Background: an optimization exercise with open tools, aiming at small area. Do not read the settings as production practice. Only simulation tests tie the RTL to the original design; equivalence was not proved. Power and IR drop assume default switching activity.

### design/flow/flow/run.sh
#!/bin/bash
# The standard layout with three changes:
#  - synthesis maps the logic with flow/abc_area.script, an area-oriented
#    version of ORFS's abc_speed.script (more &dch/&syn4/&nf rounds, &nf with
#    delay relaxation, no buffering or upsizing); everything else in
#    synthesis is the standard synthesis, so the registers are the same;
#  - the port buffers are buf_1 cells instead of the resizer's default pick;
#  - clock tree synthesis uses clkbuf_4 cells on small sink clusters without
#    dummy loads.
# Each step's output goes to a log file of its own in this folder.
set -euo pipefail
W=$(pwd)
rm -rf "$W/scripts_area"
cp -r "$FLOW_HOME/scripts" "$W/scripts_area"
cp "$W/flow/abc_area.script" "$W/scripts_area/abc_speed.script"
export BUFFER_PORTS_ARGS="-buffer_cell sky130_fd_sc_hd__buf_1"
export CTS_ARGS="-sink_clustering_enable -repair_clock_nets -dont_use_dummy_load -buf_list sky130_fd_sc_hd__clkbuf_4 -sink_clustering_size 9 -sink_clustering_max_diameter 40"
bash standard.sh SCRIPTS_DIR="$W/scripts_area" synth > synth.log 2>&1
bash standard.sh finish > layout.log 2>&1
### design/flow/flow/abc_area.script
&get -n
&st
&dch
&nf -R 1000 -p
&st
&syn2
&if -g -K 6
&synch2
&nf -R 1000 -p
&st
&syn2
&if -g -K 6
&synch2
&nf -R 1000 -p
&st
&syn2
&if -g -K 6
&synch2
&nf -R 1000 -p
&st
&syn2
&if -g -K 6
&synch2
&nf -R 1000 -p
&st
&syn2
&if -g -K 6
&synch2
&nf -R 1000 -p
&st
&dch -f
&nf -R 1000 -p
&st
&dch -f
&nf -R 1000 -p
&st
&dch -f
&nf -R 1000 -p
&st
&dch -f
&nf -R 1000 -p
&st
&dch -f
&nf -R 1000 -p
&st
&dch -f
&nf -R 1000 -p
&st
&dch -f
&nf -R 1000 -p
&st
&dch -f
&nf -R 1000 -p
&st
&syn4
&dch -f
&nf -R 1000 -p
&st
&syn4
&dch -f
&nf -R 1000 -p
&st
&syn4
&dch -f
&nf -R 1000 -p
&st
&syn4
&dch -f
&nf -R 1000 -p
&st
&syn4
&dch -f
&nf -R 1000 -p
&st
&syn4
&dch -f
&nf -R 1000 -p
&st
&syn4
&dch -f
&nf -R 1000 -p
&st
&syn4
&dch -f
&nf -R 1000 -p
&put
topo
stime -c
dnsize -c
### design/flow/standard.sh
#!/bin/bash
# synth_recipe.tcl (not shown) runs the flow's synth.tcl, then flattens the netlist and writes it again
# the make line also repeats each setting of config.mk as NAME=value (left out here)
make -C /OpenROAD-flow-scripts/flow DESIGN_CONFIG=/design/flow/config.mk WORK_HOME=/design/flow/orfs CLKGATE_MAP_FILE= SYNTH_SCRIPT=/design/flow/synth_recipe.tcl "${@:-finish}"
### design/flow/config.mk
export PLATFORM = sky130hd
export DESIGN_NAME = tsdc_top
export DESIGN_NICKNAME = tsdc_top
export VERILOG_FILES = /design/flow/design.v
export SDC_FILE = /design/flow/constraint.sdc
export NUM_CORES = 4
export LEC_CHECK = 0
export CAP_MARGIN = 20
export CORE_MARGIN = 2
export CORE_UTILIZATION = 40
export GPL_TIMING_DRIVEN = 0
export SLEW_MARGIN = 20
### design/flow/constraint.sdc
create_clock -name core_clock -period 8.0 [get_ports {clk}]
set_input_delay 1.6000 -clock core_clock [delete_from_list [all_inputs] [get_ports {clk}]]
set_output_delay 1.6000 -clock core_clock [all_outputs]
set_load 0.01 [all_outputs]
### design/flow/design.v
package tsdc_pkg;
    localparam int TSDC_QUEUE_DEPTH = 2;
    localparam int CFG_ADDR_W = 5;
    localparam int CFG_DATA_W = 64;
    localparam logic [1:0] CFG_IDX_MAX_PAYLOAD = 2'd0;
    localparam logic [1:0] CFG_IDX_MAJOR       = 2'd1;
    localparam logic [1:0] CFG_IDX_MINOR       = 2'd2;
    localparam logic [34:0] CFG_MAX_PAYLOAD_RST = 35'h4_0000_0000;
    localparam logic [15:0] CFG_MAJOR_RST       = 16'd1;
    localparam logic [15:0] CFG_MINOR_RST       = 16'd0;
    localparam logic [1:0] OUT_REC_HDR = 2'd0;
    localparam logic [1:0] OUT_PAYLOAD = 2'd1;
    localparam logic [1:0] OUT_ERROR   = 2'd2;
    localparam logic [3:0] ERR_MAGIC     = 4'd0;
    localparam logic [3:0] ERR_MAJOR     = 4'd1;
    localparam logic [3:0] ERR_MINOR     = 4'd2;
    localparam logic [3:0] ERR_ENDIAN    = 4'd3;
    localparam logic [3:0] ERR_HDR_SIZE  = 4'd4;
    localparam logic [3:0] ERR_SEQUENCE  = 4'd5;
    localparam logic [3:0] ERR_ZERO_KIND = 4'd6;
    localparam logic [3:0] ERR_SIZE      = 4'd7;
    localparam logic [3:0] ERR_TRUNCATED = 4'd8;
    localparam logic [63:0] STREAM_MAGIC = 64'h4352_5447_4244_5452;
    localparam logic [31:0] ENDIAN_MARK  = 32'h0102_0304;
    localparam logic [63:0] HEADER_BYTES = 64'd24;
    localparam logic [4:0]  HDR_LAST_IDX = 5'd23;
    localparam logic [4:0]  MAGIC_LAST_IDX = 5'd7;
    typedef struct packed {
        logic [7:0] data_byte;
        logic       end_of_stream;
    } src_item_t;
    localparam int RES_ITEM_W = 178;    
    typedef struct packed {
        logic [1:0]  out_type;
        logic [63:0] rec_sequence;
        logic [31:0] rec_kind;
        logic [31:0] rec_flags;
        logic [34:0] rec_size;
        logic [7:0]  payload_value;
        logic        last;
        logic [3:0]  error_code;
    } res_item_t;
    typedef struct packed {
        logic [34:0] max_payload_bytes;
        logic [15:0] supported_major;
        logic [15:0] supported_minor;
    } cfg_t;
endpackage
module tsdc_top
(
    input  logic        clk,
    input  logic        rst_n,
    input  logic        psel,
    input  logic        penable,
    input  logic        pwrite,
    input  logic [4:0]  paddr,
    input  logic [63:0] pwdata,
    output logic [63:0] prdata,
    output logic        pready,
    input  logic        src_valid,
    output logic        src_stall,
    input  logic [7:0]  src_data,
    input  logic        src_eos,
    output logic        res_valid,
    input  logic        res_stall,
    output logic [1:0]  res_type,
    output logic [63:0] res_sequence,
    output logic [31:0] res_kind,
    output logic [31:0] res_flags,
    output logic [34:0] res_size,
    output logic [7:0]  res_payload,
    output logic        res_last,
    output logic [3:0]  res_error
);
    localparam logic [1:0] PH_FILE = 2'd0;
    localparam logic [1:0] PH_REC  = 2'd1;
    localparam logic [1:0] PH_PAY  = 2'd2;
    localparam logic [1:0] PH_HALT = 2'd3;
    localparam logic [1:0] T_HDR = 2'd0;
    localparam logic [1:0] T_PAY = 2'd1;
    localparam logic [1:0] T_ERR = 2'd2;
    localparam logic [63:0] MAGIC  = 64'h4352_5447_4244_5452;
    localparam logic [31:0] ENDIAN = 32'h0102_0304;
    logic [34:0] cfg_max;
    logic [15:0] cfg_major;
    logic [15:0] cfg_minor;
    always_ff @(posedge clk or negedge rst_n)
    begin
        if (!rst_n)
        begin
            cfg_max   <= 35'h4_0000_0000;
            cfg_major <= 16'd1;
            cfg_minor <= 16'd0;
        end
        else if (psel && penable && pwrite)
        begin
            case (paddr[4:3])
                2'd0:    cfg_max   <= pwdata[34:0];
                2'd1:    cfg_major <= pwdata[15:0];
                2'd2:    cfg_minor <= pwdata[15:0];
                default: ;
            endcase
        end
    end
    always_comb
    begin
        case (paddr[4:3])
            2'd0:    prdata = {29'd0, cfg_max};
            2'd1:    prdata = {48'd0, cfg_major};
            2'd2:    prdata = {48'd0, cfg_minor};
            default: prdata = '0;
        endcase
    end
    assign pready = 1'b1;
    logic       v0, v1;
    logic [1:0] t0, t1;
    logic [7:0] d0, d1;
    logic       l0, l1;
    logic       accept;
    logic       pop;
    logic       push;
    logic [1:0] p_type;
    logic [7:0] p_data;
    logic       p_last;
    assign src_stall = v1;
    assign res_valid = v0;
    assign accept    = src_valid && !v1;
    assign pop       = v0 && !res_stall;
    logic [1:0]  ph, ph_n;
    logic [4:0]  idx, idx_n;
    logic [63:0] hseq;           
    logic [31:0] ck, cf;         
    logic [34:0] cs;
    logic [31:0] ok, of;         
    logic [34:0] os;
    logic [7:0]  b;
    logic        eos;
    logic        err_push;
    logic [3:0]  err_code;
    logic        lane_wr;
    logic        pay_acc;
    assign b   = src_data;
    assign eos = src_eos;
    logic        fa, fb, fc, fd;
    logic        fa_n, fb_n, fc_n, fd_n;
    logic        cy;             
    logic        cy_eff;
    logic [7:0]  hb;
    logic [7:0]  ref_byte;
    logic        eq, gt;
    logic        file;
    assign file   = (ph == PH_FILE);
    assign cy_eff = (idx == 5'd0) || cy;
    assign hb     = hseq[{idx[2:0], 3'b000} +: 8];
    always_comb
    begin
        ref_byte = 8'd0;
        if (file)
        begin
            case (idx[4:2])
                3'b000, 3'b001: ref_byte = MAGIC[{idx[2:0], 3'b000} +: 8];
                3'b010:         ref_byte = idx[1] ? cfg_minor[{idx[0], 3'b000} +: 8]
                                                  : cfg_major[{idx[0], 3'b000} +: 8];
                3'b011:         ref_byte = ENDIAN[{idx[1:0], 3'b000} +: 8];
                default:        ref_byte = (idx == 5'd16) ? 8'd24 : 8'd0;
            endcase
        end
        else
        begin
            case (idx[4:2])
                3'b000, 3'b001: ref_byte = hb + {7'd0, cy_eff};
                3'b100:         ref_byte = cfg_max[{idx[1:0], 3'b000} +: 8];
                3'b101:         ref_byte = (idx[1:0] == 2'd0) ? {5'd0, cfg_max[34:32]} : 8'd0;
                default:        ref_byte = 8'd0;
            endcase
        end
    end
    assign eq = (b == ref_byte);
    assign gt = (b > ref_byte);
    always_comb
    begin
        fa_n = fa;
        fb_n = fb;
        fc_n = fc;
        fd_n = fd;
        if (idx[4:3] == 2'b00)                           
            fa_n = ((idx != 5'd0) && fa) || !eq;
        if (file && idx[4:1] == 4'b0100)                 
            fa_n = ((idx != 5'd8) && fa) || !eq;
        if (file && idx[4:1] == 4'b0101)                 
            fb_n = gt || (eq && (idx != 5'd10) && fb);
        if (!file && idx[4:2] == 3'b010)                 
            fb_n = ((idx != 5'd8) && fb) || !eq;
        if (idx[4:2] == 3'b011)                          
            fc_n = ((idx != 5'd12) && fc) || !eq;
        if (idx[4])                                      
        begin
            if (file)
                fd_n = ((idx != 5'd16) && fd) || !eq;
            else
                fd_n = gt || (eq && (idx != 5'd16) && fd);
        end
    end
    always_comb
    begin
        ph_n     = ph;
        idx_n    = idx;
        push     = 1'b0;
        err_push = 1'b0;
        err_code = 4'd0;
        p_type   = T_HDR;
        p_last   = 1'b0;
        lane_wr  = 1'b0;
        pay_acc  = 1'b0;
        if (accept)
        begin
            case (ph)
                PH_FILE:
                begin
                    if (eos)
                    begin
                        err_push = 1'b1;
                        err_code = 4'd8;
                    end
                    else
                    begin
                        lane_wr = 1'b1;
                        idx_n   = idx + 5'd1;
                        if (idx == 5'd7 && fa_n)
                        begin
                            err_push = 1'b1;
                            err_code = 4'd0;
                        end
                        else if (idx == 5'd23)
                        begin
                            idx_n = 5'd0;
                            if (fa)
                            begin
                                err_push = 1'b1;
                                err_code = 4'd1;
                            end
                            else if (fb)
                            begin
                                err_push = 1'b1;
                                err_code = 4'd2;
                            end
                            else if (fc)
                            begin
                                err_push = 1'b1;
                                err_code = 4'd3;
                            end
                            else if (fd_n)
                            begin
                                err_push = 1'b1;
                                err_code = 4'd4;
                            end
                            else
                            begin
                                ph_n = PH_REC;
                            end
                        end
                    end
                end
                PH_REC:
                begin
                    if (eos)
                    begin
                        ph_n = PH_HALT;
                        if (idx != 5'd0)
                        begin
                            err_push = 1'b1;
                            err_code = 4'd8;
                        end
                    end
                    else
                    begin
                        lane_wr = 1'b1;
                        if (idx != 5'd23)
                        begin
                            idx_n = idx + 5'd1;
                        end
                        else
                        begin
                            idx_n = 5'd0;
                            if (fa)
                            begin
                                err_push = 1'b1;
                                err_code = 4'd5;
                            end
                            else if (!fb)
                            begin
                                err_push = 1'b1;
                                err_code = 4'd6;
                            end
                            else if (fd_n)
                            begin
                                err_push = 1'b1;
                                err_code = 4'd7;
                            end
                            else
                            begin
                                push   = 1'b1;
                                p_type = T_HDR;
                                p_last = (cs == 35'd0);
                                ph_n   = (cs != 35'd0) ? PH_PAY : PH_REC;
                            end
                        end
                    end
                end
                PH_PAY:
                begin
                    if (eos)
                    begin
                        err_push = 1'b1;
                        err_code = 4'd8;
                    end
                    else
                    begin
                        pay_acc = 1'b1;
                        push    = 1'b1;
                        p_type  = T_PAY;
                        p_last  = (cs == 35'd1);
                        if (cs == 35'd1)
                            ph_n = PH_REC;
                    end
                end
                default:
                begin
                end
            endcase
        end
        if (err_push)
        begin
            push   = 1'b1;
            p_type = T_ERR;
            ph_n   = PH_HALT;
        end
    end
    assign p_data = err_push ? {4'd0, err_code} : b;
    logic        c_shift;
    logic [34:0] cs_dec;
    assign c_shift = lane_wr && (idx >= 5'd8) && (idx <= 5'd19);
    assign cs_dec  = cs - 35'd1;
    logic [31:0] ck_n, cf_n;
    logic [34:0] cs_n;
    always_comb
    begin
        {cs_n, cf_n, ck_n} = {cs, cf, ck};
        if (err_push)
            {cs_n, cf_n, ck_n} = '0;
        else if (c_shift)
            {cs_n[31:0], cf_n, ck_n} = {b, cs[31:0], cf, ck[31:8]};
        else if (lane_wr && idx == 5'd20)
            cs_n[34:32] = b[2:0];
        else if (pay_acc)
            cs_n = cs_dec;
    end
    always_ff @(posedge clk)
    begin
        ck <= ck_n;
        cf <= cf_n;
        cs <= cs_n;
    end
    logic       head_ld;
    logic [1:0] head_type_n;
    assign head_ld     = (pop && v1) || (push && (!v0 || pop));
    assign head_type_n = (pop && v1) ? t1 : p_type;
    always_ff @(posedge clk or negedge rst_n)
    begin
        if (!rst_n)
        begin
            v0   <= 1'b0;
            v1   <= 1'b0;
            ph   <= PH_FILE;
            idx  <= 5'd0;
        end
        else
        begin
            if (pop)
            begin
                v1 <= 1'b0;
                v0 <= v1 || push;
            end
            else if (push)
            begin
                v0 <= 1'b1;
                v1 <= v0;
            end
            ph  <= ph_n;
            idx <= idx_n;
        end
    end
    always_ff @(posedge clk)
    begin
        if (ph == PH_FILE || (head_ld && head_type_n == T_ERR))
            hseq <= 64'd0;
        else
            hseq <= hseq + {63'd0, head_ld && head_type_n == T_HDR};
    end
    always_ff @(posedge clk)
    begin
        if (head_ld)
        begin
            if (pop && v1)
            begin
                t0 <= t1;
                d0 <= d1;
                l0 <= l1;
            end
            else
            begin
                t0 <= p_type;
                d0 <= p_data;
                l0 <= p_last;
            end
        end
        if (push && v0 && !pop)
        begin
            t1 <= p_type;
            d1 <= p_data;
            l1 <= p_last;
        end
        if (accept)
        begin
            fa <= fa_n;
            fb <= fb_n;
            fc <= fc_n;
            fd <= fd_n;
            cy <= cy_eff && (b == 8'd0);
        end
        if (head_ld && head_type_n != T_PAY)
        begin
            ok <= ck_n;
            of <= cf_n;
            os <= cs_n;
        end
    end
    logic h_err;
    assign h_err        = (t0 == T_ERR);
    assign res_type     = t0;
    assign res_sequence = hseq;
    assign res_kind     = ok;
    assign res_flags    = of;
    assign res_size     = os;
    assign res_payload  = (t0 == T_PAY) ? d0 : 8'd0;
    assign res_last     = l0;
    assign res_error    = h_err ? d0[3:0] : 4'd0;
endmodule
==> flow_summary.toml, run 1 <==
[detailed_routing]
via_count = 12482
routed_wl_um = 43580
wl_per_cell_um = 19.06
wl_met2_um = 20730
route.detailed.drc = 0
drtAntennaViolNets = 0
drt_iter0_drc = 711
avgViaCountPerCell = 5.460
wl_met1_um = 18230
first_pass_iters = 6
dr.max_layer_used = "met4"
wl_met3_um = 2969

[sta]
fin_crit_sh_pct = 94.30
final.setup_skew_ns = 0.09300
tns_ns = 0
min_period_ns = 7.544
setup_viol = 0
fmax_ghz = 0.1325
hold_violations = 0
worstMarginPinSlew_ns = 0.9142
slew_violations = 0
relSlewSlack_pct = 38.93

[setup_path]
critPathMaxFanout = 9
critPathKind = "register to register"
ff2ff_setup_slack_ns = 0.46
crit_arrival_ns = 8.23
path_delay_family = "simple AND/OR/NAND/NOR gates"
cp-end-kind = "register"
r2r_start = "idx[0]$_DFFE_PN0P_"
cp.depth = 38
crit_path_end = "hseq[62]$_SDFF_PP0_"
startpoint = "idx[0]$_DFFE_PN0P_"
slowest_delay_ns = 0.48
crit_required_ns = 8.69
reg2regPathDepth = 38
startpoint_type = "register"
crit_top_cell = "ha_1"
r2r_end = "hseq[62]$_SDFF_PP0_"
slowest_stage = "dfrtp_2"
critical_path_buf_inv_count = 4

[finish]
fin_util_pct = 49.60
multi_input_area_um2 = 6588
drive_above_1_share_pct = 12.97
fin_nets = 1882
layout_commonest_cell = "buf_1"
ff_latch_area_um2 = 8959
nFillCells = 3553
syn_to_final_growth_pct = 22.05
postLayoutCellArea_um2 = 18730
layout_common_cells = "buf_1 (266), dfxtp_1 (163), nand2_1 (131), edfxtp_1 (126), nor2_1 (89)"

[pwr]
vdd_drop_max_uv = 126.3
p_leak_nw = 7.011
power_density_nw_per_um2 = 298.1

[place]
routabilityCongestion = 0.8824
postPlaceCellArea_um2 = 17670
port_buffers = 267
hpwlAfterDp_um = 31450

[floorplan]
dieWidth_um = 199.8
die_area_um2 = 39940
rows = 71
die_y_um = 199.8
boundaryPins = 330
core-area_um2 = 37760
initial_core_util_pct = 40.64

[min_path]
hold_class = "register to register"

[yosys]
synth_top_area_cell = "edfxtp_1"
synth_top_area_share_pct = 24.66
synth_edf_count = 126
netlist_area_um2 = 15340
syn_avg_cell_area_um2 = 11.30
ys_top_cells_by_area = "edfxtp_1 (25%), dfxtp_1 (21%), dfrtp_1 (12%)"
synth_cells = 1358
synth.distinct_cells = 58
yosys_warnings = 1
ys_ff_latch = 365
ys_seq_area_share_pct = 58.34
synth_flop_cell = "dfxtp_1"
async_flop_share_pct = 20.82

[global_route]
antenna_found_initial = 2
overflow = 0
grt_use_total_pct = 21.55
grt_pass1_vias = 11934
grt_pass1_wl_um = 67010
grt_max_degree = 35

[cts]
ctsHoldBuffers = 0
cts_root_buf = "clkbuf_4"
clk_latency_ns = 0.83
cts_buffers = 59
tritoncts = "yes"
ctsHtreeMaxLevel = 2
cts_sinks = 365
path_clk_slew_ns = 0.07
clk_path_buf_depth = 3

[run_status]
outcome = "no timing/DRC/antenna violations"

[job]
drv_cap = 0
==> area by class of cell <==
cell class | count | area share [%]
sequential | 365 | 47.84
multi-input combinational | 975 | 35.18
timing repair buffer | 327 | 9.555
tap | 511 | 3.414
clock buffer | 59 | 2.365
buffer | 30 | 1.203
inverter | 17 | 0.4143
antenna | 2 | 0.02673
==> timing repair <==
item | CTS | global route
setup endpoints to repair | 58 | 17
pin swaps | 5 | 12
buffers inserted | 22 | 14
gates resized for setup | 60 | 40
cloned | 0 | 1
==> cell families (layout without fill, tap and decap cells) <==
family | after synthesis | in the layout | synth area share [%]
and+or+nand+nor | 489 | 490 | 15.50
DFF | 365 | 365 | 58.34
AOI/OAI and AO/OA | 310 | 310 | 14.25
muxes | 72 | 72 | 5.276
xor gates and xnor gates | 51 | 51 | 2.911
buffers and inverters | 47 | 433 | 1.884
adders and majority gates | 22 | 22 | 1.794
other | 2 | 32 | 0.04895
==> where the power goes <==
part	internal [W]	leakage (nW)	switching, W
clock	0.000334	0.271	0.000615
combinational	0.000817	3.32	0.00126
sequential	0.00231	3.42	0.000251
total	0.00346	7.01	0.00212
==> flip-flops by register name, summed over array words and instances, names as in the netlist, 5 cells and up <==
name and count:
cs 35, hseq 64, of 32, idx 5, d1 8, cfg_major 16
ck 32, os 35, cfg_minor 16, d0 8, ok 32, cf 32
cfg_max 35
==> through the flow <==
stage	instances	hold slack (ns)	power (W)	setup slack [ns]
global route	2286	0.4943	0.005945	-0.01939
CTS	2269	0.4841	0.005516	0.01592
finish	2286	0.4787	0.005582	0.4556
detailed placement	2188	0.4618	0.004424	-2.834
floorplan	1386	0.4385	0.003671	0.08428
global placement	2164	0.4544	0.004272	-4.058
==> per-layer routing <==
metal  vias up  track usage (%)
met5         -                0
met4         0            9.492
met3       122            4.671
met2       465            35.30
met1      5986            27.49
li1       5909                -
==> cells in the mapped netlist (10+ instances only) <==
master and n:
or3_1 10, nor4_1 18, buf_4 30, dfrtp_1 74, xor2_1 24, and2_0 49, a22oi_1 33, xnor2_1 27
a22o_1 69, nor3_1 44, ha_1 22, and3_1 29, nor2_1 105, o22ai_1 31, nand3_1 33, nor2b_1 30
edfxtp_1 126, o21ai_0 50, nand4_1 12, nand2_1 137, dfxtp_1 163, mux2_1 71, clkinv_1 17, a21oi_1 50
==> worst min-delay path by stage <==
stage / start / to / slack [ns] / depth (start not counted)
2_1_floorplan: ck[0]$_DFF_P_ / ck[0]$_DFF_P_ / 0.44 / 1
4_1_cts: ck[1]$_DFF_P_ / ck[1]$_DFF_P_ / 0.48 / 1
6_report: ck[4]$_DFF_P_ / ck[4]$_DFF_P_ / 0.48 / 1
3_5_place_dp: ck[1]$_DFF_P_ / ck[1]$_DFF_P_ / 0.46 / 1
5_1_grt: ck[1]$_DFF_P_ / ck[1]$_DFF_P_ / 0.49 / 1
3_3_place_gp: ck[6]$_DFF_P_ / ck[6]$_DFF_P_ / 0.45 / 1
==> run 2: changes to the inputs <==
--- a/design/flow/config.mk
+++ b/design/flow/config.mk
@@ -10,3 +10,2 @@
 export CORE_UTILIZATION = 40
-export GPL_TIMING_DRIVEN = 0
 export SLEW_MARGIN = 20
==> flow_summary.toml, run 2 <==
[detailed_routing]
wl_per_cell_um = 18.75
routed_wl_um = 42760
drtAntennaViolNets = 0
drt_iter0_drc = 671
avgViaCountPerCell = 5.383
via_count = 12274
route.detailed.drc = 0
first_pass_iters = 5

[global_route]
grt_pass1_wl_um = 65650
antenna_found_initial = 3
grt_max_degree = 100
overflow = 0
grt_use_total_pct = 21.18
grt_pass1_vias = 11791

[finish]
fin_nets = 1876
postLayoutCellArea_um2 = 18130
top_register = "hseq"
drive_above_1_share_pct = 10.07
nFillCells = 3636
largest_reg_flops = 64
layout_commonest_cell = "buf_1"
syn_to_final_growth_pct = 18.20
layout_common_cells = "buf_1 (266), dfxtp_1 (163), nand2_1 (136), edfxtp_1 (126), nor2_1 (100)"

[setup_path]
crit_arrival_ns = 8.20
slowest_delay_ns = 0.46
slowest_stage = "or3_4"
crit_required_ns = 8.68
critPathMaxFanout = 7
critPathKind = "register to register"
startpoint_type = "register"
cp-end-kind = "register"

[pwr]
power_density_nw_per_um2 = 298.4
vdd_drop_max_uv = 126.0
p_leak_nw = 6.807

[yosys]
synth_cells = 1358
ys_seq_area_share_pct = 58.34
yosys_warnings = 1
synth_flop_cell = "dfxtp_1"
yosysMostFrequentCell = "dfxtp_1"
ys_ff_latch = 365
synth_edf_count = 126
synth_common_cells = "dfxtp_1 (163), nand2_1 (137), edfxtp_1 (126), nor2_1 (105), dfrtp_1 (74)"
ys_top_cells_by_area = "edfxtp_1 (25%), dfxtp_1 (21%), dfrtp_1 (12%)"
syn_avg_cell_area_um2 = 11.30
netlist_area_um2 = 15340
synth.distinct_cells = 58
synth_top_area_cell = "edfxtp_1"
synth_top_area_share_pct = 24.66
async_flop_share_pct = 20.82

[cts]
cts_sinks = 365
cts_root_buf = "clkbuf_4"
ctsHtreeMaxLevel = 2
cts_buffers = 57
tritoncts = "yes"
clk_path_buf_depth = 3
path_clk_slew_ns = 0.08
clk_latency_ns = 0.84

[place]
preCtsSetupSlack_ns = -0.03536
postPlaceCellArea_um2 = 17570
routabilityCongestion = 0.9369
port_buffers = 267
hpwlAfterDp_um = 30640

[floorplan]
die_area_um2 = 39940
boundaryPins = 330
die_y_um = 199.8
initial_core_util_pct = 40.64
core-area_um2 = 37760
dieWidth_um = 199.8
rows = 71

[min_path]
hold_class = "register to register"

[sta]
fmax_ghz = 0.1330
final.setup_skew_ns = 0.1448
slew_violations = 0
setup_viol = 0
fin_crit_sh_pct = 94.02
hold_violations = 0
worstMarginPinSlew_ns = 1.043
min_period_ns = 7.521
relSlewSlack_pct = 30.49
tns_ns = 0
fin_ws_ns = 0.4786

[run_status]
outcome = "no timing/DRC/antenna violations"

[job]
drv_cap = 0
-- run 2: cell counts after synthesis --
Identical to the previous run, type by type.
-- run 2: cell type report --
type,count,area (um2),share of cell area (%)
inverter,17,67.56,0.3726
timing repair buffer,354,1695,9.349
antenna,2,5.005,0.02760
tap,511,639.4,3.526
sequential,365,8954,49.37
clock buffer,57,427.9,2.360
multi-input combinational,974,6346,34.99
-- run 2: final timing paths --
kind                                     from             endpoint  slack (ns)  depth (start not counted)
max                        idx[1]$_DFFE_PN0P_  hseq[57]$_SDFF_PP0_        0.48                         40
min                             ck[4]$_DFF_P_        ck[4]$_DFF_P_        0.48                          1
max reg2reg                idx[1]$_DFFE_PN0P_  hseq[57]$_SDFF_PP0_        0.48                         40
min reg2reg                     ck[4]$_DFF_P_        ck[4]$_DFF_P_        0.48                          1
max in group asynchronous               rst_n   idx[2]$_DFFE_PN0P_        6.58                          1
min in group asynchronous               rst_n    ph[0]$_DFFE_PN0P_        0.85                          1
-- run 2: metrics by stage --
| step | hold WS, ns | util, % | total power (W) | std cells |
|---|---|---|---|---|
| 2_1_floorplan | 0.4385 | - | 0.003671 | 1386 |
| 3_3_place_gp | 0.4540 | 46.54 | 0.004419 | 2218 |
| 4_1_cts | 0.4866 | 47.70 | 0.005395 | 2275 |
| 6_report | 0.4774 | 48.03 | 0.005412 | 2280 |
| 5_1_grt | 0.5061 | 48.03 | 0.005786 | 2280 |
| 3_5_place_dp | 0.4575 | 46.54 | 0.004445 | 2218 |
-- run 2: metal layers --
metal	up-vias	share of wire (%)	global-route usage [%]
met5	-	0.019	0
met4	2	3.0	8.615
met3	89	7.0	4.570
met2	427	47	33.89
met1	5881	43	27.99
li1	5875	-	-
-- run 2: cells by family after synthesis --
logic type               count (synthesis)  share of synthesized area, %
AND/OR/NAND/NOR                        489                         15.50
buffers and inverters                   47                         1.884
flip-flops                             365                         58.34
AO/OA/AOI/OAI                          310                         14.25
adder cells (fa/ha/maj)                 22                         1.794
XOR/XNOR                                51                         2.911
multiplexers                            72                         5.276
other                                    2                       0.04895
-- run 2: critical path: cells and delay by family, from the launching register on --
kind	cells	cell delay, ns
simple gates	23	3.81
fa+ha+maj	4	0.91
flops	1	0.43
compound gates	9	1.73
buf+inv	4	0.59
-- run 2: repair_timing --
action | in CTS | in global routing
resized for setup | 2 | 25
gates cloned | 0 | 0
hold buffers | 0 | 0
buffers inserted | 0 | 2
pin swaps | 0 | 1
endpoints found under the setup margin | 5 | 22
-- run 2: power breakdown --
| group | internal (W) | total (W) | switching, W |
|---|---|---|---|
| combinational | 0.000728 | 0.00195 | 0.00122 |
| sequential | 0.00231 | 0.00253 | 0.000227 |
| clock | 0.000323 | 0.000931 | 0.000608 |
==> run 3: changes to the inputs <==
--- a/design/flow/design.v
+++ b/design/flow/design.v
@@ -392,2 +392,5 @@
     end
+    logic hseq_inc;
+    assign hseq_inc = (pop && v1 && t1 == T_HDR)
+                   || (accept && ph == PH_REC && idx == 5'd23 && !eos && (!v0 || pop));
     always_ff @(posedge clk)
@@ -397,3 +400,3 @@
         else
-            hseq <= hseq + {63'd0, head_ld && head_type_n == T_HDR};
+            hseq <= hseq + {63'd0, hseq_inc};
     end
==> flow_summary.toml, run 3 <==
[finish]
fin_util_pct = 46.38
fin_nets = 1787
top_register = "hseq"
syn_to_final_growth_pct = 14.22
nFillCells = 3607
layout_common_cells = "buf_1 (266), dfxtp_1 (163), nand2_1 (137), edfxtp_1 (126), nor2_1 (103)"
postLayoutCellArea_um2 = 17470
drive_above_1_share_pct = 5.423
largest_reg_flops = 64
layout_commonest_cell = "buf_1"

[global_route]
overflow = 0
grt_pass1_vias = 11556
antenna_found_initial = 2
grt_max_degree = 98
grt_pass1_wl_um = 65340
grt_use_total_pct = 21.21

[setup_path]
critPathKind = "register to register"
startpoint_type = "register"
critPathMaxFanout = 41
crit_required_ns = 8.48
cp-end-kind = "register"
crit_arrival_ns = 7.81

[pwr]
seqPwrFrac_pct = 53.5
comb_power_share_pct = 26.4
power.net_switching_w = 0.001655
clockPowerShare_pct = 20.1
switching_share_pct = 35.97
p_leak_nw = 6.479
vdd_drop_max_uv = 122.3
power_density_nw_per_um2 = 263.5
cell_internal_pwr_w = 0.002947

[cts]
tritoncts = "yes"
ctsHoldBuffers = 0
path_clk_slew_ns = 0.10
clk_path_buf_depth = 3
clk_latency_ns = 0.81
cts_sinks = 365
cts_buffers = 56
post_cts_buffers = 0
cts_root_buf = "clkbuf_4"
ctsHtreeMaxLevel = 2
cts_resized = 0

[yosys]
yosys_warnings = 1
synth_top_area_cell = "edfxtp_1"
synth_flop_cell = "dfxtp_1"
synth_edf_count = 126
synth_top_area_share_pct = 24.74
ys_seq_area_share_pct = 58.53
yosysMostFrequentCell = "dfxtp_1"
synth.distinct_cells = 54
syn_avg_cell_area_um2 = 11.45
async_flop_share_pct = 20.82
ys_top_cells_by_area = "edfxtp_1 (25%), dfxtp_1 (21%), dfrtp_1 (12%)"
synth_common_cells = "dfxtp_1 (163), nand2_1 (137), edfxtp_1 (126), nor2_1 (105), dfrtp_1 (74)"
netlist_area_um2 = 15290
synth_cells = 1336
ys_ff_latch = 365

[detailed_routing]
routed_wl_um = 42750
drtAntennaViolNets = 0
drt_iter0_drc = 944
first_pass_iters = 8
avgViaCountPerCell = 5.444
route.detailed.drc = 0
wl_per_cell_um = 19.51
via_count = 11928

[floorplan]
rows = 71
die_area_um2 = 39810
initial_core_util_pct = 40.60
core-area_um2 = 37670
dieWidth_um = 199.5
die_y_um = 199.5
boundaryPins = 330

[sta]
hold_violations = 0
setup_viol = 0
fin_crit_sh_pct = 91.71
slew_violations = 0
worstMarginPinSlew_ns = 1.075
tns_ns = 0
final.setup_skew_ns = 0.09718
min_period_ns = 7.336
relSlewSlack_pct = 28.33
fmax_ghz = 0.1363
rsz0062_at_grt = "false"

[place]
port_buffers = 267
postPlaceCellArea_um2 = 17040
routabilityCongestion = 0.8968
hpwlAfterDp_um = 30560

[job]
drv_cap = 0

[min_path]
hold_class = "register to register"

[run_status]
outcome = "no timing/DRC/antenna violations"
## run 3: cell families after synthesis
family / after synthesis / synth area share (%)
AOI/OAI and AO/OA: 313 / 14.92
other: 2 / 0.04911
DFF: 365 / 58.53
buffers and inverters: 51 / 1.988
and+or+nand+nor: 459 / 14.46
muxes: 70 / 5.154
xor gates and xnor gates: 54 / 3.093
adders and majority gates: 22 / 1.800
## run 3: layout make-up
class / instances / area (um2) / area share, %
sequential: 365 / 8951 / 51.24
inverter: 21 / 78.83 / 0.4513
tap: 511 / 639.4 / 3.660
multi-input combinational: 948 / 6206 / 35.53
clock buffer: 56 / 420.4 / 2.407
timing repair buffer: 288 / 1167 / 6.683
antenna: 2 / 5.005 / 0.02865
## run 3: worst paths after layout
kind	from	end	slack, ns	cells after the start
max	idx[1]$_DFFE_PN0P_	ok[5]$_DFFE_PP_	0.66	27
min in group asynchronous	rst_n	cfg_max[1]$_DFFE_PN0P_	0.84	1
max reg2reg	idx[1]$_DFFE_PN0P_	ok[5]$_DFFE_PP_	0.66	27
max in group asynchronous	rst_n	cfg_minor[5]$_DFFE_PN0P_	6.58	1
min reg2reg	ck[24]$_DFF_P_	ck[16]$_DFF_P_	0.46	1
min	ck[24]$_DFF_P_	ck[16]$_DFF_P_	0.46	1
## run 3: routing by layer
metal / vias to the layer above / wire (um) / global-route usage (%) / share of wire (%)
met3: 89 / 3292 / 5.131 / 7.7
met2: 440 / 19430 / 33.05 / 45
met1: 5730 / 18580 / 28.29 / 43
met4: 0 / 1444 / 8.779 / 3.4
li1: 5669 / - / - / -
met5: - / 0 / 0 / 0
## run 3: power by group through the flow
stage | Clock [W] | Sequential [W] | Combinational [W]
after global routing | 0.00103 | 0.00250 | 0.00135
after floorplan | 0 | 0.00246 | 0.000776
final | 0.000926 | 0.00246 | 0.00122
after global placement | 0 | 0.00250 | 0.00119
after CTS | 0.000963 | 0.00246 | 0.00121
after detailed placement | 0 | 0.00250 | 0.00121
## run 3: critical path, stage by stage (launching register included)
cell and delay [ns]:
dfrtp_1 0.80, nand2_1 0.19, nor2_1 0.71, a22oi_1 0.23
nand4_1 0.17, ha_1 0.18, and3_1 0.17, and2_0 0.21
nand4_1 0.14, xnor2_1 0.15, a221oi_1 0.35, ha_1 0.34
nand4_1 0.13, nand2b_1 0.15, nand4b_1 0.20, a22o_1 0.21
clkinv_1 0.07, a31oi_1 0.32, nand2b_1 0.19, nor2_1 0.07
nor2_1 0.18, o21ai_2 0.09, clkinv_1 0.16, a31oi_1 0.10
clkinv_1 0.09, a21o_1 0.42, and2_4 0.61, buf_4 0.38
## run 3: stage by stage
step / std cells / power [W] / setup WS (ns) / hold WS [ns]
after floorplan: 1364 / 0.003241 / 0.03162 / 0.4385
after global placement: 2133 / 0.003686 / 0.8571 / 0.4562
after detailed placement: 2133 / 0.003709 / 0.6639 / 0.4568
after CTS: 2189 / 0.004635 / 0.6594 / 0.4683
after global routing: 2191 / 0.004887 / 0.1361 / 0.4731
final: 2191 / 0.004602 / 0.6636 / 0.4625
==> run 4: changes to the inputs <==
--- a/design/flow/design.v
+++ b/design/flow/design.v
@@ -392,2 +392,5 @@
     end
+    logic o_load;
+    assign o_load = (pop && v1 && t1 != T_PAY)
+                 || (accept && (!v0 || pop) && (ph != PH_PAY || eos));
     logic hseq_inc;
@@ -433,3 +436,3 @@
         end
-        if (head_ld && head_type_n != T_PAY)
+        if (o_load)
         begin
==> flow_summary.toml, run 4 <==
[global_route]
grt_pass1_wl_um = 65300
grt_pass1_vias = 11551
grt_use_total_pct = 20.99
antenna_found_initial = 2
overflow = 0
grt_max_degree = 83

[yosys]
synth_flop_cell = "dfxtp_1"
ys_top_cells_by_area = "edfxtp_1 (25%), dfxtp_1 (21%), dfrtp_1 (12%)"
synth_top_area_cell = "edfxtp_1"
synth.distinct_cells = 53
syn_avg_cell_area_um2 = 11.20
ys_seq_area_share_pct = 58.52
yosys_warnings = 1
netlist_area_um2 = 15290
yosysMostFrequentCell = "dfxtp_1"
synth_edf_count = 126
ys_ff_latch = 365
synth_cells = 1365
async_flop_share_pct = 20.82
synth_common_cells = "dfxtp_1 (163), nand2_1 (140), nor2_1 (139), edfxtp_1 (126), dfrtp_1 (74)"
synth_top_area_share_pct = 24.74

[setup_path]
critPathMaxFanout = 22
crit_top_cell = "ha_1"
slowest_delay_ns = 0.62
critPathKind = "register to register"
cp-end-kind = "register"
startpoint_type = "register"
crit_arrival_ns = 7.89
crit_required_ns = 8.68
slowest_stage = "a2111oi_0"

[finish]
drive_above_1_share_pct = 5.543
top_register = "hseq"
syn_to_final_growth_pct = 14.57
postLayoutCellArea_um2 = 17520
layout_commonest_cell = "buf_1"
fin_nets = 1823
largest_reg_flops = 64
nFillCells = 3623
layout_common_cells = "buf_1 (266), dfxtp_1 (163), nand2_1 (140), nor2_1 (137), edfxtp_1 (126)"

[cts]
clk_latency_ns = 0.81
tritoncts = "yes"
cts_resized = 0
post_cts_buffers = 0
cts_sinks = 365
path_clk_slew_ns = 0.07
cts_buffers = 58
clk_path_buf_depth = 3
cts_root_buf = "clkbuf_4"
ctsHoldBuffers = 0
ctsHtreeMaxLevel = 2

[sta]
hold_violations = 0
slew_violations = 0
min_period_ns = 7.210
tns_ns = 0
fin_crit_sh_pct = 90.12
rsz0062_at_grt = "false"
worstMarginPinSlew_ns = 0.9569
setup_viol = 0
relSlewSlack_pct = 36.21
fmax_ghz = 0.1387
final.setup_skew_ns = 0.1018

[detailed_routing]
drtAntennaViolNets = 0
route.detailed.drc = 0
wl_per_cell_um = 19.05
drt_iter0_drc = 773
first_pass_iters = 8
via_count = 12066
routed_wl_um = 42440
avgViaCountPerCell = 5.416

[pwr]
vdd_drop_max_uv = 132.5
p_leak_nw = 6.541
power_density_nw_per_um2 = 311.2

[floorplan]
die_area_um2 = 39820
core-area_um2 = 37670
die_y_um = 199.5
initial_core_util_pct = 40.61
dieWidth_um = 199.5
rows = 71
boundaryPins = 330

[min_path]
hold_class = "register to register"

[run_status]
outcome = "no timing/DRC/antenna violations"

[job]
drv_cap = 0

[place]
hpwlAfterDp_um = 30000
port_buffers = 267
routabilityCongestion = 0.8829
postPlaceCellArea_um2 = 17050
[run 4: changes by cell type in the layout (fill, tap and decap cells not counted), sizes merged, moves of 9 or more]
| cell | before | now |
|---|---|---|
| o22ai | 9 | 29 |
| a21oi | 53 | 44 |
| a222oi | 14 | 0 |
| o21ai | 42 | 57 |
| nor2 | 105 | 139 |
| nand3 | 30 | 39 |
[run 4: power by group]
part,switching (W),internal [W]
combinational,0.00125,0.000606
clock,0.000612,0.000329
sequential,0.000264,0.00239
total,0.00213,0.00333
[run 4: path summary, 6_finish.rpt]
| kind | start | end | slack, ns | cells after the start |
|---|---|---|---|---|
| setup reg to reg | idx[2]$_DFFE_PN0P_ | hseq[48]$_SDFF_PP0_ | 0.79 | 26 |
| hold / removal | ck[6]$_DFF_P_ | ck[6]$_DFF_P_ | 0.47 | 1 |
| setup / recovery | idx[2]$_DFFE_PN0P_ | hseq[48]$_SDFF_PP0_ | 0.79 | 26 |
| hold reg to reg | ck[6]$_DFF_P_ | ck[6]$_DFF_P_ | 0.47 | 1 |
| max in group asynchronous | rst_n | cfg_major[0]$_DFFE_PN1P_ | 6.46 | 3 |
| min in group asynchronous | rst_n | cfg_max[2]$_DFFE_PN0P_ | 0.87 | 2 |
[run 4: cells by family (layout without fill, tap and decap cells)]
kind of cell | count (synthesis) | count (layout) | share of synthesized area [%]
compound gates | 300 | 300 | 13.71
xor+xnor | 62 | 62 | 3.550
flops | 365 | 365 | 58.52
other cells | 2 | 33 | 0.04910
simple gates | 497 | 497 | 15.23
mux | 72 | 72 | 5.293
buf+inv | 45 | 366 | 1.841
fa+ha+maj | 22 | 22 | 1.800
[run 4: layout make-up]
class | instances | area (um2) | share of cell area [%]
repair buffers | 293 | 1234 | 7.040
diodes | 3 | 7.507 | 0.04284
well taps | 511 | 639.4 | 3.649
clock buffers | 58 | 435.4 | 2.485
flip-flops and latches | 365 | 8952 | 51.09
multi-input cells | 983 | 6198 | 35.37
inverters | 15 | 56.30 | 0.3213
[run 4: metal layers]
| metal | routed length [um] | GRT usage, % | vias to the layer above |
|---|---|---|---|
| met1 | 18760 | 28.19 | 5812 |
| met4 | 1421 | 7.901 | 0 |
| li1 | - | - | 5720 |
| met2 | 19480 | 33.17 | 435 |
| met3 | 2780 | 4.608 | 99 |
| met5 | 0 | 0 | - |
[run 4: metrics by stage]
stage / hold WS, ns / power (W) / std cells / utilization, % / worst slack, ns
4_1_cts: 0.4753 / 0.005502 / 2224 / 46.43 / 0.8820
5_1_grt: 0.5064 / 0.005822 / 2227 / 46.52 / 0.2431
2_1_floorplan: 0.4385 / 0.003811 / 1393 / - / 0.04145
6_report: 0.4714 / 0.005453 / 2228 / 46.52 / 0.7901
3_3_place_gp: 0.4551 / 0.004524 / 2166 / 45.27 / 0.9199
3_5_place_dp: 0.4561 / 0.004549 / 2166 / 45.27 / 0.9176
[run 4: worst max-delay path, delay by kind of cell (launching register included)]
family	cells	cell delay (ns)
and+or+nand+nor	13	3.31
adders and majority gates	3	0.64
DFF	1	0.61
AOI/OAI and AO/OA	8	1.98
buffers and inverters	2	0.60
==> run 5: changes to the inputs <==
--- a/design/flow/design.v
+++ b/design/flow/design.v
@@ -86,2 +86,8 @@
     logic [15:0] cfg_minor;
+    logic [34:0] max_q;
+    logic [15:0] major_q;
+    logic [15:0] minor_q;
+    logic        max_w, major_w, minor_w;
+    logic        cfg_wr;
+    assign cfg_wr = psel && penable && pwrite;
     always_ff @(posedge clk or negedge rst_n)
@@ -90,12 +96,12 @@
         begin
-            cfg_max   <= 35'h4_0000_0000;
-            cfg_major <= 16'd1;
-            cfg_minor <= 16'd0;
+            max_w   <= 1'b0;
+            major_w <= 1'b0;
+            minor_w <= 1'b0;
         end
-        else if (psel && penable && pwrite)
+        else if (cfg_wr)
         begin
             case (paddr[4:3])
-                2'd0:    cfg_max   <= pwdata[34:0];
-                2'd1:    cfg_major <= pwdata[15:0];
-                2'd2:    cfg_minor <= pwdata[15:0];
+                2'd0:    max_w   <= 1'b1;
+                2'd1:    major_w <= 1'b1;
+                2'd2:    minor_w <= 1'b1;
                 default: ;
@@ -104,2 +110,17 @@
     end
+    always_ff @(posedge clk)
+    begin
+        if (cfg_wr)
+        begin
+            case (paddr[4:3])
+                2'd0:    max_q   <= pwdata[34:0];
+                2'd1:    major_q <= pwdata[15:0];
+                2'd2:    minor_q <= pwdata[15:0];
+                default: ;
+            endcase
+        end
+    end
+    assign cfg_max   = max_w   ? max_q   : 35'h4_0000_0000;
+    assign cfg_major = major_w ? major_q : 16'd1;
+    assign cfg_minor = minor_w ? minor_q : 16'd0;
     always_comb
@@ -392,5 +413,2 @@
     end
-    logic o_load;
-    assign o_load = (pop && v1 && t1 != T_PAY)
-                 || (accept && (!v0 || pop) && (ph != PH_PAY || eos));
     logic hseq_inc;
@@ -436,3 +454,3 @@
         end
-        if (o_load)
+        if (head_ld && head_type_n != T_PAY)
         begin
--- a/design/flow/flow/run.sh
+++ b/design/flow/flow/run.sh
@@ -15,2 +15,3 @@
 cp "$W/flow/abc_area.script" "$W/scripts_area/abc_speed.script"
+export SKIP_REPAIR_TIE_FANOUT=1
 export BUFFER_PORTS_ARGS="-buffer_cell sky130_fd_sc_hd__buf_1"
==> flow_summary.toml, run 5 <==
[sta]
min_period_ns = 7.233
rsz0062_at_grt = "false"
setup_viol = 0
hold_violations = 0
final.setup_skew_ns = 0.1415
relSlewSlack_pct = 33.58
slew_violations = 0
fin_crit_sh_pct = 90.42
worstMarginPinSlew_ns = 0.9941
fmax_ghz = 0.1382
tns_ns = 0

[finish]
layout_common_cells = "buf_1 (267), edfxtp_1 (193), dfxtp_1 (163), nand2_1 (125), nor2_1 (112)"
nFillCells = 3627
syn_to_final_growth_pct = 13.90
fin_nets = 1716
layout_commonest_cell = "buf_1"
largest_reg_flops = 64
finalNonFillerCells = 2124
drive_above_1_share_pct = 5.352
top_register = "hseq"

[setup_path]
r2r_end = "ok[1]$_DFFE_PP_"
cp_cell_sequence = "clkinv_1 -> nor2_1 -> nand2_1 -> o22ai_1 -> or4_1 -> nor4_1 -> nand4_1 -> xnor2_1 -> a21oi_1 -> ha_1 -> nand2_1 -> nor2_1 -> nand4b_1 -> nand2_1 -> a21boi_0 -> o21ai_0 -> nor2_1 -> nor3_1 -> nor3_1 -> nand2b_1 -> clkinv_1 -> nor2_4 -> buf_12 -> a22o_1"
critPathKind = "register to register"
critPathMaxFanout = 48
r2r_start = "idx[1]$_DFFE_PN0P_"
critical_path_buf_inv_count = 3
ff2ff_setup_slack_ns = 0.77
cp-end-kind = "register"
slowest_stage = "or4_1"
startpoint = "idx[1]$_DFFE_PN0P_"
slowest_delay_ns = 0.59
crit_arrival_ns = 7.82
crit_required_ns = 8.58
startpoint_type = "register"
reg2regPathDepth = 24
cp.depth = 24
path_delay_family = "simple AND/OR/NAND/NOR gates"
crit_path_end = "ok[1]$_DFFE_PP_"

[yosys]
ys_seq_area_share_pct = 61.88
synthAdderAreaFrac_pct = 1.820
netlist_area_um2 = 15120
synth_xor_area_share_pct = 4.228
synth.distinct_cells = 57
synth_top_area_cell = "edfxtp_1"
synth_common_cells = "edfxtp_1 (193), dfxtp_1 (163), nand2_1 (125), nor2_1 (113), a22o_1 (68)"
synth_cells = 1293
synth_top_family_by_area = "simple AND/OR/NAND/NOR gates"
synth_top_area_share_pct = 38.32
yosysMostFrequentCell = "edfxtp_1"
synth_simple_gate_area_share_pct = 15.92
synth_flop_cell = "edfxtp_1"
synth_compound_gate_area_share_pct = 13.55
yosys_warnings = 1
syn_avg_cell_area_um2 = 11.70
synthMuxAreaShare_pct = 0.3640
async_flop_share_pct = 3.261
ys_ff_latch = 368
ys_top_cells_by_area = "edfxtp_1 (38%), dfxtp_1 (22%), a22o_1 (3.9%)"
synth_edf_count = 193

[floorplan]
die_y_um = 198.4
rows = 71
die_area_um2 = 39380
dieWidth_um = 198.4
initial_core_util_pct = 40.34
boundaryPins = 330
core-area_um2 = 37490

[cts]
clk_latency_ns = 0.82
cts_buffers = 55
cts_sinks = 368
path_clk_slew_ns = 0.09
ctsHtreeMaxLevel = 2
cts_root_buf = "clkbuf_4"
clk_path_buf_depth = 3
ctsHoldBuffers = 0
tritoncts = "yes"

[job]
drv_cap = 0

[min_path]
hold_class = "register to register"
min_from = "cf[24]$_DFF_P_"

[pwr]
vdd_drop_max_uv = 110.3
p_leak_nw = 5.832
power_density_nw_per_um2 = 299.4

[detailed_routing]
wl_per_cell_um = 19.26
first_pass_iters = 6
drtAntennaViolNets = 0
avgViaCountPerCell = 5.482
route.detailed.drc = 0
drt_iter0_drc = 941
routed_wl_um = 40910
via_count = 11643

[global_route]
antenna_found_initial = 5
grt_max_degree = 71
grt_pass1_vias = 11051
grt_use_total_pct = 20.29
overflow = 0
grt_pass1_wl_um = 62180

[run_status]
outcome = "no timing/DRC/antenna violations"

[place]
routabilityCongestion = 0.9247
placed_cells = 2058
hpwlAfterDp_um = 28790
port_buffers = 267
==> run 5: logic make-up (layout without fill, tap and decap cells) <==
group           count (synthesis)  in the layout
simple gates                  487            488
mux                             5              5
flops                         368            368
buf+inv                        58            371
other cells                     2              8
compound gates                278            278
xor+xnor                       73             73
fa+ha+maj                      22             22
==> run 5: layout make-up <==
class,count,area (um2),share of cell area (%)
Clock buffer,55,412.9,2.397
Inverter,28,105.1,0.6102
Timing Repair Buffer,288,1185,6.879
Antenna cell,6,15.01,0.08716
Multi-Input combinational cell,868,5509,31.98
Sequential cell,368,9359,54.33
Tap cell,511,639.4,3.712
==> run 5: repair_timing <==
item,CTS,global route
setup endpoints to repair,0,48
setup buffers,0,4
gates resized for setup,0,0
==> run 5: worst min-delay path by stage <==
stage	slack, ns	depth (start not counted)	endpoint
2_1_floorplan	0.44	1	ck[0]$_DFF_P_
3_3_place_gp	0.46	1	ck[6]$_DFF_P_
3_5_place_dp	0.46	1	ck[0]$_DFF_P_
4_1_cts	0.44	1	cf[16]$_DFF_P_
5_1_grt	0.48	1	cf[16]$_DFF_P_
6_report	0.43	1	cf[16]$_DFF_P_
==> run 5: through the flow <==
stage / hold WS, ns / total power [W] / setup WS [ns] / cell area (um2) / util [%]
after floorplan: 0.4385 / 0.003622 / 0.1983 / 15140 / -
after global placement: 0.4551 / 0.004229 / 0.8221 / 16750 / 44.69
after detailed placement: 0.4572 / 0.004258 / 0.6615 / 16760 / 44.71
after CTS: 0.4360 / 0.005170 / 0.6691 / 17170 / 45.81
after global routing: 0.4775 / 0.005472 / 0.1354 / 17230 / 45.95
final: 0.4309 / 0.005158 / 0.7666 / 17230 / 45.95
==> run 5: power by group <==
| group | leakage [nW] | switching [W] | total [W] | internal [W] |
|---|---|---|---|---|
| Clock | 0.253 | 0.000599 | 0.000912 | 0.000313 |
| Combinational | 2.34 | 0.00118 | 0.00174 | 0.000561 |
| Sequential | 3.24 | 0.000185 | 0.00250 | 0.00232 |
| Total | 5.83 | 0.00197 | 0.00516 | 0.00319 |
==> run 5: metal layers <==
layer | vias up | track usage (%) | wire (um)
li1 | 5512 | - | -
met1 | 5560 | 28.18 | 18350
met2 | 485 | 30.92 | 18200
met3 | 86 | 4.425 | 3006
met4 | 0 | 8.154 | 1356
met5 | - | 0 | 0
==> run 6: changes to the inputs <==
--- a/design/flow/flow/run.sh
+++ b/design/flow/flow/run.sh
@@ -15,3 +15,2 @@
 cp "$W/flow/abc_area.script" "$W/scripts_area/abc_speed.script"
-export SKIP_REPAIR_TIE_FANOUT=1
 export BUFFER_PORTS_ARGS="-buffer_cell sky130_fd_sc_hd__buf_1"
==> flow_summary.toml, run 6 <==
[run_status]
outcome = "no timing/DRC/antenna violations"

[global_route]
grt_max_degree = 71
grt_pass1_wl_um = 62450
overflow = 0
grt_use_total_pct = 20.43
antenna_found_initial = 3
grt_pass1_vias = 10997

[cts]
ctsHtreeMaxLevel = 2
cts_root_buf = "clkbuf_4"
ctsHoldBuffers = 0
cts_buffers = 57
clk_path_buf_depth = 3
tritoncts = "yes"
cts_resized = 0
cts_sinks = 368
post_cts_buffers = 0
clk_latency_ns = 0.82
path_clk_slew_ns = 0.09

[detailed_routing]
drt_iter0_drc = 1012
wl_per_cell_um = 19.13
drtAntennaViolNets = 0
route.detailed.drc = 0
via_count = 11760
routed_wl_um = 41110
avgViaCountPerCell = 5.472
first_pass_iters = 6

[place]
port_buffers = 267
preCtsSetupSlack_ns = 1.064
routabilityCongestion = 0.8988
hpwlAfterDp_um = 29310
placed_cells = 2089

[setup_path]
critPathMaxFanout = 32
crit_required_ns = 8.43
startpoint_type = "register"
ff2ff_setup_slack_ns = 0.94
critPathKind = "register to register"
cp-end-kind = "register"
r2r_start = "idx[1]$_DFFE_PN0P_"
slowest_delay_ns = 0.68
slowest_stage = "dfrtp_1"
crit_arrival_ns = 7.49
reg2regPathDepth = 28
crit_top_cell = "nand2_1"
r2r_end = "os[28]$_DFFE_PP_"

[sta]
slew_violations = 0
rsz0062_at_grt = "false"
fmax_ghz = 0.1416
min_period_ns = 7.064
worstMarginPinSlew_ns = 1.064
setup_viol = 0
final.setup_skew_ns = 0.1219
fin_crit_sh_pct = 88.30
tns_ns = 0
relSlewSlack_pct = 28.49
fin_ws_ns = 0.9360
hold_violations = 0

[yosys]
synth_common_cells = "edfxtp_1 (193), dfxtp_1 (163), nand2_1 (125), nor2_1 (113), a22o_1 (68)"
synth_edf_count = 193
syn_avg_cell_area_um2 = 11.70
synth_cells = 1293
async_flop_share_pct = 3.261
synth.distinct_cells = 57
synth_flop_cell = "edfxtp_1"
ys_top_cells_by_area = "edfxtp_1 (38%), dfxtp_1 (22%), a22o_1 (3.9%)"
yosys_warnings = 1
netlist_area_um2 = 15120
ys_seq_area_share_pct = 61.88
ys_ff_latch = 368
synth_top_area_cell = "edfxtp_1"
synth_top_area_share_pct = 38.32
yosysMostFrequentCell = "edfxtp_1"

[floorplan]
core-area_um2 = 37490
die_area_um2 = 39380
rows = 71
boundaryPins = 330
dieWidth_um = 198.4
initial_core_util_pct = 40.34
die_y_um = 198.4

[pwr]
vdd_drop_max_uv = 114.4
power_density_nw_per_um2 = 299.4
power.total_w = 0.005192
p_leak_nw = 5.932

[finish]
largest_reg_flops = 64
layout_commonest_cell = "buf_1"
fin_util_pct = 46.26
syn_to_final_growth_pct = 14.68
fin_nets = 1744
finalNonFillerCells = 2149
drive_above_1_share_pct = 5.260
layout_common_cells = "buf_1 (267), edfxtp_1 (193), dfxtp_1 (163), nand2_1 (125), nor2_1 (112)"
top_register = "hseq"

[min_path]
whs_endpoint = "ck[31]$_DFF_P_"
holdPathStages = 1
hold_class = "register to register"
min_from = "cf[7]$_DFF_P_"

[job]
drv_cap = 0
run 6: kinds of logic (layout without fill, tap and decap cells):
logic type / count (synthesis) / count (layout) / share of synthesized area (%)
AO/OA/AOI/OAI: 278 / 278 / 13.55
flip-flops: 368 / 368 / 61.88
buffers and inverters: 58 / 372 / 2.184
multiplexers: 5 / 5 / 0.3640
other: 2 / 33 / 0.04966
XOR/XNOR: 73 / 73 / 4.228
AND/OR/NAND/NOR: 487 / 487 / 15.92
adder cells (fa/ha/maj): 22 / 22 / 1.820
run 6: worst max path at each step:
stage | startpoint | to | slack, ns | depth (start not counted)
6_report | idx[1]$_DFFE_PN0P_ | os[28]$_DFFE_PP_ | 0.94 | 28
5_1_grt | idx[1]$_DFFE_PN0P_ | of[1]$_DFFE_PP_ | 0.32 | 27
4_1_cts | idx[1]$_DFFE_PN0P_ | os[25]$_DFFE_PP_ | 1.04 | 28
3_5_place_dp | idx[1]$_DFFE_PN0P_ | os[26]$_DFFE_PP_ | 1.06 | 28
3_3_place_gp | idx[1]$_DFFE_PN0P_ | os[26]$_DFFE_PP_ | 1.08 | 28
2_1_floorplan | idx[2]$_DFFE_PN0P_ | of[0]$_DFFE_PP_ | 0.20 | 22
run 6: critical path: cells and delay by family (launching register included):
family	cells	cell delay (ns)
AO/OA/AOI/OAI	6	1.43
XOR/XNOR	1	0.15
buffers and inverters	3	0.91
adder cells (fa/ha/maj)	3	0.60
AND/OR/NAND/NOR	15	2.89
flip-flops	1	0.68
run 6: area by class of cell:
type	instances	area, um2
inverters	28	105.1
fillers	3610	20150
clock buffers	57	427.9
well taps	511	639.4
diodes	3	7.507
flip-flops and latches	368	9359
repair buffers	287	1202
multi-input cells	895	5602
run 6: power breakdown:
group | internal, W | leakage [nW] | total (W) | switching (W)
Sequential | 0.00232 | 3.24 | 0.00251 | 0.000191
Combinational | 0.000573 | 2.43 | 0.00175 | 0.00118
Clock | 0.000324 | 0.262 | 0.000935 | 0.000611
Total | 0.00321 | 5.93 | 0.00519 | 0.00198
run 6: through the flow:
stage               hold WS [ns]  cell area, um2
finish                    0.4377           17340
global route              0.4435           17340
detailed placement        0.4569           16910
floorplan                 0.4385           15250
CTS                       0.4464           17340
global placement          0.4535           16910
run 6: routing by layer:
metal | vias to the layer above | GRT usage [%] | part of all wire (%)
li1 | 5525 | - | -
met1 | 5592 | 27.82 | 43
met2 | 550 | 32.28 | 46
met3 | 93 | 4.120 | 8.0
met4 | 0 | 7.684 | 2.9
met5 | - | 0 | 0
==> run 7: changes to the inputs <==
--- a/design/flow/flow/run.sh
+++ b/design/flow/flow/run.sh
@@ -1,3 +1,3 @@
 #!/bin/bash
-# The standard layout with three changes:
+# The standard layout with four changes:
 #  - synthesis maps the logic with flow/abc_area.script, an area-oriented
@@ -8,3 +8,5 @@
 #  - clock tree synthesis uses clkbuf_4 cells on small sink clusters without
-#    dummy loads.
+#    dummy loads;
+#  - the floorplan keeps synthesis's single tie-low and tie-high cells instead
+#    of giving each constant output its own (SKIP_REPAIR_TIE_FANOUT).
 # Each step's output goes to a log file of its own in this folder.
@@ -15,2 +17,3 @@
 cp "$W/flow/abc_area.script" "$W/scripts_area/abc_speed.script"
+export SKIP_REPAIR_TIE_FANOUT=1
 export BUFFER_PORTS_ARGS="-buffer_cell sky130_fd_sc_hd__buf_1"
==> flow_summary.toml, run 7 <==
[pwr]
cell_internal_pwr_w = 0.003192
clockPowerShare_pct = 17.7
p_leak_nw = 5.832
vdd_drop_max_uv = 110.3
power.total_w = 0.005158
power_density_nw_per_um2 = 299.4
switching_share_pct = 38.12
seqPwrFrac_pct = 48.5
power.net_switching_w = 0.001966
comb_power_share_pct = 33.8

[finish]
drive_above_1_share_pct = 5.352
syn_to_final_growth_pct = 13.90
largest_reg_flops = 64
nFillCells = 3627
fin_nets = 1716
layout_commonest_cell = "buf_1"
ff_latch_area_um2 = 9359
top_register = "hseq"
layout_common_cells = "buf_1 (267), edfxtp_1 (193), dfxtp_1 (163), nand2_1 (125), nor2_1 (112)"
multi_input_area_um2 = 5509

[global_route]
grt_use_total_pct = 20.29
grt_max_degree = 71
overflow = 0
grt_pass1_wl_um = 62180
antenna_found_initial = 5
grt_pass1_vias = 11051

[detailed_routing]
drt_iter0_drc = 941
drtAntennaViolNets = 0
route.detailed.drc = 0
routed_wl_um = 40910
avgViaCountPerCell = 5.482
first_pass_iters = 6
via_count = 11643
wl_per_cell_um = 19.26

[setup_path]
r2r_end = "ok[1]$_DFFE_PP_"
critPathMaxFanout = 48
critical_path_buf_inv_count = 3
reg2regPathDepth = 24
cp_cell_sequence = "clkinv_1 -> nor2_1 -> nand2_1 -> o22ai_1 -> or4_1 -> nor4_1 -> nand4_1 -> xnor2_1 -> a21oi_1 -> ha_1 -> nand2_1 -> nor2_1 -> nand4b_1 -> nand2_1 -> a21boi_0 -> o21ai_0 -> nor2_1 -> nor3_1 -> nor3_1 -> nand2b_1 -> clkinv_1 -> nor2_4 -> buf_12 -> a22o_1"
critPathKind = "register to register"
startpoint_type = "register"
slowest_delay_ns = 0.59
cp.depth = 24
crit_arrival_ns = 7.82
ff2ff_setup_slack_ns = 0.77
r2r_start = "idx[1]$_DFFE_PN0P_"
crit_required_ns = 8.58
cp-end-kind = "register"
path_delay_family = "simple AND/OR/NAND/NOR gates"
slowest_stage = "or4_1"

[min_path]
min_from = "cf[24]$_DFF_P_"
whs_endpoint = "cf[16]$_DFF_P_"
holdPathStages = 1
hold_class = "register to register"

[sta]
final.setup_skew_ns = 0.1415
hold_slack_ns = 0.4309
tns_ns = 0
worstMarginPinSlew_ns = 0.9941
min_period_ns = 7.233
fin_ws_ns = 0.7666
relSlewSlack_pct = 33.58
slew_violations = 0
fin_crit_sh_pct = 90.42
fmax_ghz = 0.1382
setup_viol = 0
rsz0062_at_grt = "false"
hold_violations = 0

[yosys]
synth_top_family_by_area = "simple AND/OR/NAND/NOR gates"
synthAdderAreaFrac_pct = 1.820
syn_avg_cell_area_um2 = 11.70
yosys_warnings = 1
synth_top_area_share_pct = 38.32
async_flop_share_pct = 3.261
synth_simple_gate_area_share_pct = 15.92
synth.distinct_cells = 57
netlist_area_um2 = 15120
ys_top_cells_by_area = "edfxtp_1 (38%), dfxtp_1 (22%), a22o_1 (3.9%)"
synth_xor_area_share_pct = 4.228
yosysMostFrequentCell = "edfxtp_1"
ys_seq_area_share_pct = 61.88
synth_edf_count = 193
synth_cells = 1293
synth_top_area_cell = "edfxtp_1"
synth_flop_cell = "edfxtp_1"
ys_ff_latch = 368
synth_compound_gate_area_share_pct = 13.55
synth_common_cells = "edfxtp_1 (193), dfxtp_1 (163), nand2_1 (125), nor2_1 (113), a22o_1 (68)"
synthMuxAreaShare_pct = 0.3640

[cts]
cts_resized = 0
clk_path_buf_depth = 3
cts_root_buf = "clkbuf_4"
path_clk_slew_ns = 0.09
clk_latency_ns = 0.82
cts_buffers = 55
cts_sinks = 368
ctsHtreeMaxLevel = 2
tritoncts = "yes"

[job]
drv_cap = 0

[place]
port_buffers = 267
preCtsSetupSlack_ns = 0.6615
routabilityCongestion = 0.9247
hpwlAfterDp_um = 28790

[run_status]
outcome = "no timing/DRC/antenna violations"

[floorplan]
die_area_um2 = 39380
boundaryPins = 330
rows = 71
dieWidth_um = 198.4
die_y_um = 198.4
core-area_um2 = 37490
initial_core_util_pct = 40.34
## run 7: cell counts after synthesis
No cell type changed its count.
## run 7: layout make-up
cell class,count,area share (%)
Clock buffer,55,2.397
Antenna cell,6,0.08716
Multi-Input combinational cell,868,31.98
Tap cell,511,3.712
Sequential cell,368,54.33
Timing Repair Buffer,288,6.879
Inverter,28,0.6102
## run 7: logic make-up after synthesis
logic type | count (synthesis)
other cells | 2
fa+ha+maj | 22
compound gates | 278
simple gates | 487
buf+inv | 58
flops | 368
mux | 5
xor+xnor | 73
## run 7: power groups by stage
stage / Clock (W) / Sequential [W] / Combinational, W
final: 0.000912 / 0.00250 / 0.00174
after global routing: 0.00102 / 0.00254 / 0.00192
after CTS: 0.000948 / 0.00250 / 0.00172
after detailed placement: 0 / 0.00254 / 0.00171
after global placement: 0 / 0.00254 / 0.00169
after floorplan: 0 / 0.00259 / 0.00104
## run 7: metrics by stage
step	std cells	area (um2)	util (%)
floorplan	1293	15140	-
global placement	2058	16750	44.69
detailed placement	2058	16760	44.71
CTS	2113	17170	45.81
global route	2124	17230	45.95
finish	2124	17230	45.95
## run 7: what timing repair did
action / 4_1_cts / 5_1_grt
buffers inserted: 0 / 4
endpoints found under the setup margin: 0 / 48
hold buffers: 0 / 0
## run 7: layer usage
metal | wire length, um | global-route usage, % | part of all wire (%)
met1 | 18350 | 28.18 | 45
met2 | 18200 | 30.92 | 44
met3 | 3006 | 4.425 | 7.3
met4 | 1356 | 8.154 | 3.3
met5 | 0 | 0 | 0
## run 7: worst max-delay path by stage
stage / startpoint / to / slack, ns
2_1_floorplan: idx[2]$_DFFE_PN0P_ / of[0]$_DFFE_PP_ / 0.20
3_3_place_gp: idx[1]$_DFFE_PN0P_ / ok[1]$_DFFE_PP_ / 0.82
3_5_place_dp: idx[1]$_DFFE_PN0P_ / ok[1]$_DFFE_PP_ / 0.66
4_1_cts: idx[1]$_DFFE_PN0P_ / ok[1]$_DFFE_PP_ / 0.67
5_1_grt: idx[1]$_DFFE_PN0P_ / ok[6]$_DFFE_PP_ / 0.14
6_report: idx[1]$_DFFE_PN0P_ / ok[1]$_DFFE_PP_ / 0.77
## run 7: worst register-to-register path: cells and delay by family, from the launching register on
kind / cells / cell delay, ns
and+or+nand+nor: 14 / 3.69
AOI/OAI and AO/OA: 5 / 1.12
buffers and inverters: 3 / 0.99
DFF: 1 / 0.57
xor gates and xnor gates: 1 / 0.34
adders and majority gates: 1 / 0.34

==> port drivers added, routing unchanged <==
No port has a modelled driver above. Below, the same layouts with a new extraction and two added sets of constraints. Step 1: set_driving_cell puts a clkbuf_16 on clk and a buf_2 on each other input, an assumption about the parent block. Step 2 adds t to the input delays and takes it off the output delays; t is the mean of the earliest and latest rising clock arrival at the registers after step 1. Input paths then give back, and output paths get back, about the clock's delay inside the block. Three values: no drivers, after step 1, after step 2; two values: the first two.
| run | shift t [ns] | setup slack, ns | worst setup path after step 2 | slew at the worst register clock pin (ns) | worst data-port slew with drivers (ns) |
|---|---|---|---|---|---|
| run 1 | 0.825 | 0.456 / 0.456 / 0.456 | register to register | 0.11 / 0.11 | 0.09 |
| run 2 | 0.812 | 0.479 / 0.479 / 0.479 | register to register | 0.10 / 0.10 | 0.11 |
| run 3 | 0.810 | 0.664 / 0.664 / 0.664 | register to register | 0.10 / 0.10 | 0.08 |
| run 4 | 0.813 | 0.790 / 0.790 / 0.790 | register to register | 0.10 / 0.10 | 0.05 |
| run 5 | 0.797 | 0.767 / 0.766 / 0.766 | register to register | 0.10 / 0.10 | 0.08 |
| run 6 | 0.800 | 0.936 / 0.936 / 0.936 | register to register | 0.10 / 0.10 | 0.08 |
| run 7 | 0.797 | 0.767 / 0.766 / 0.766 | register to register | 0.10 / 0.10 | 0.08 |
After both steps every run listed still meets setup and hold.
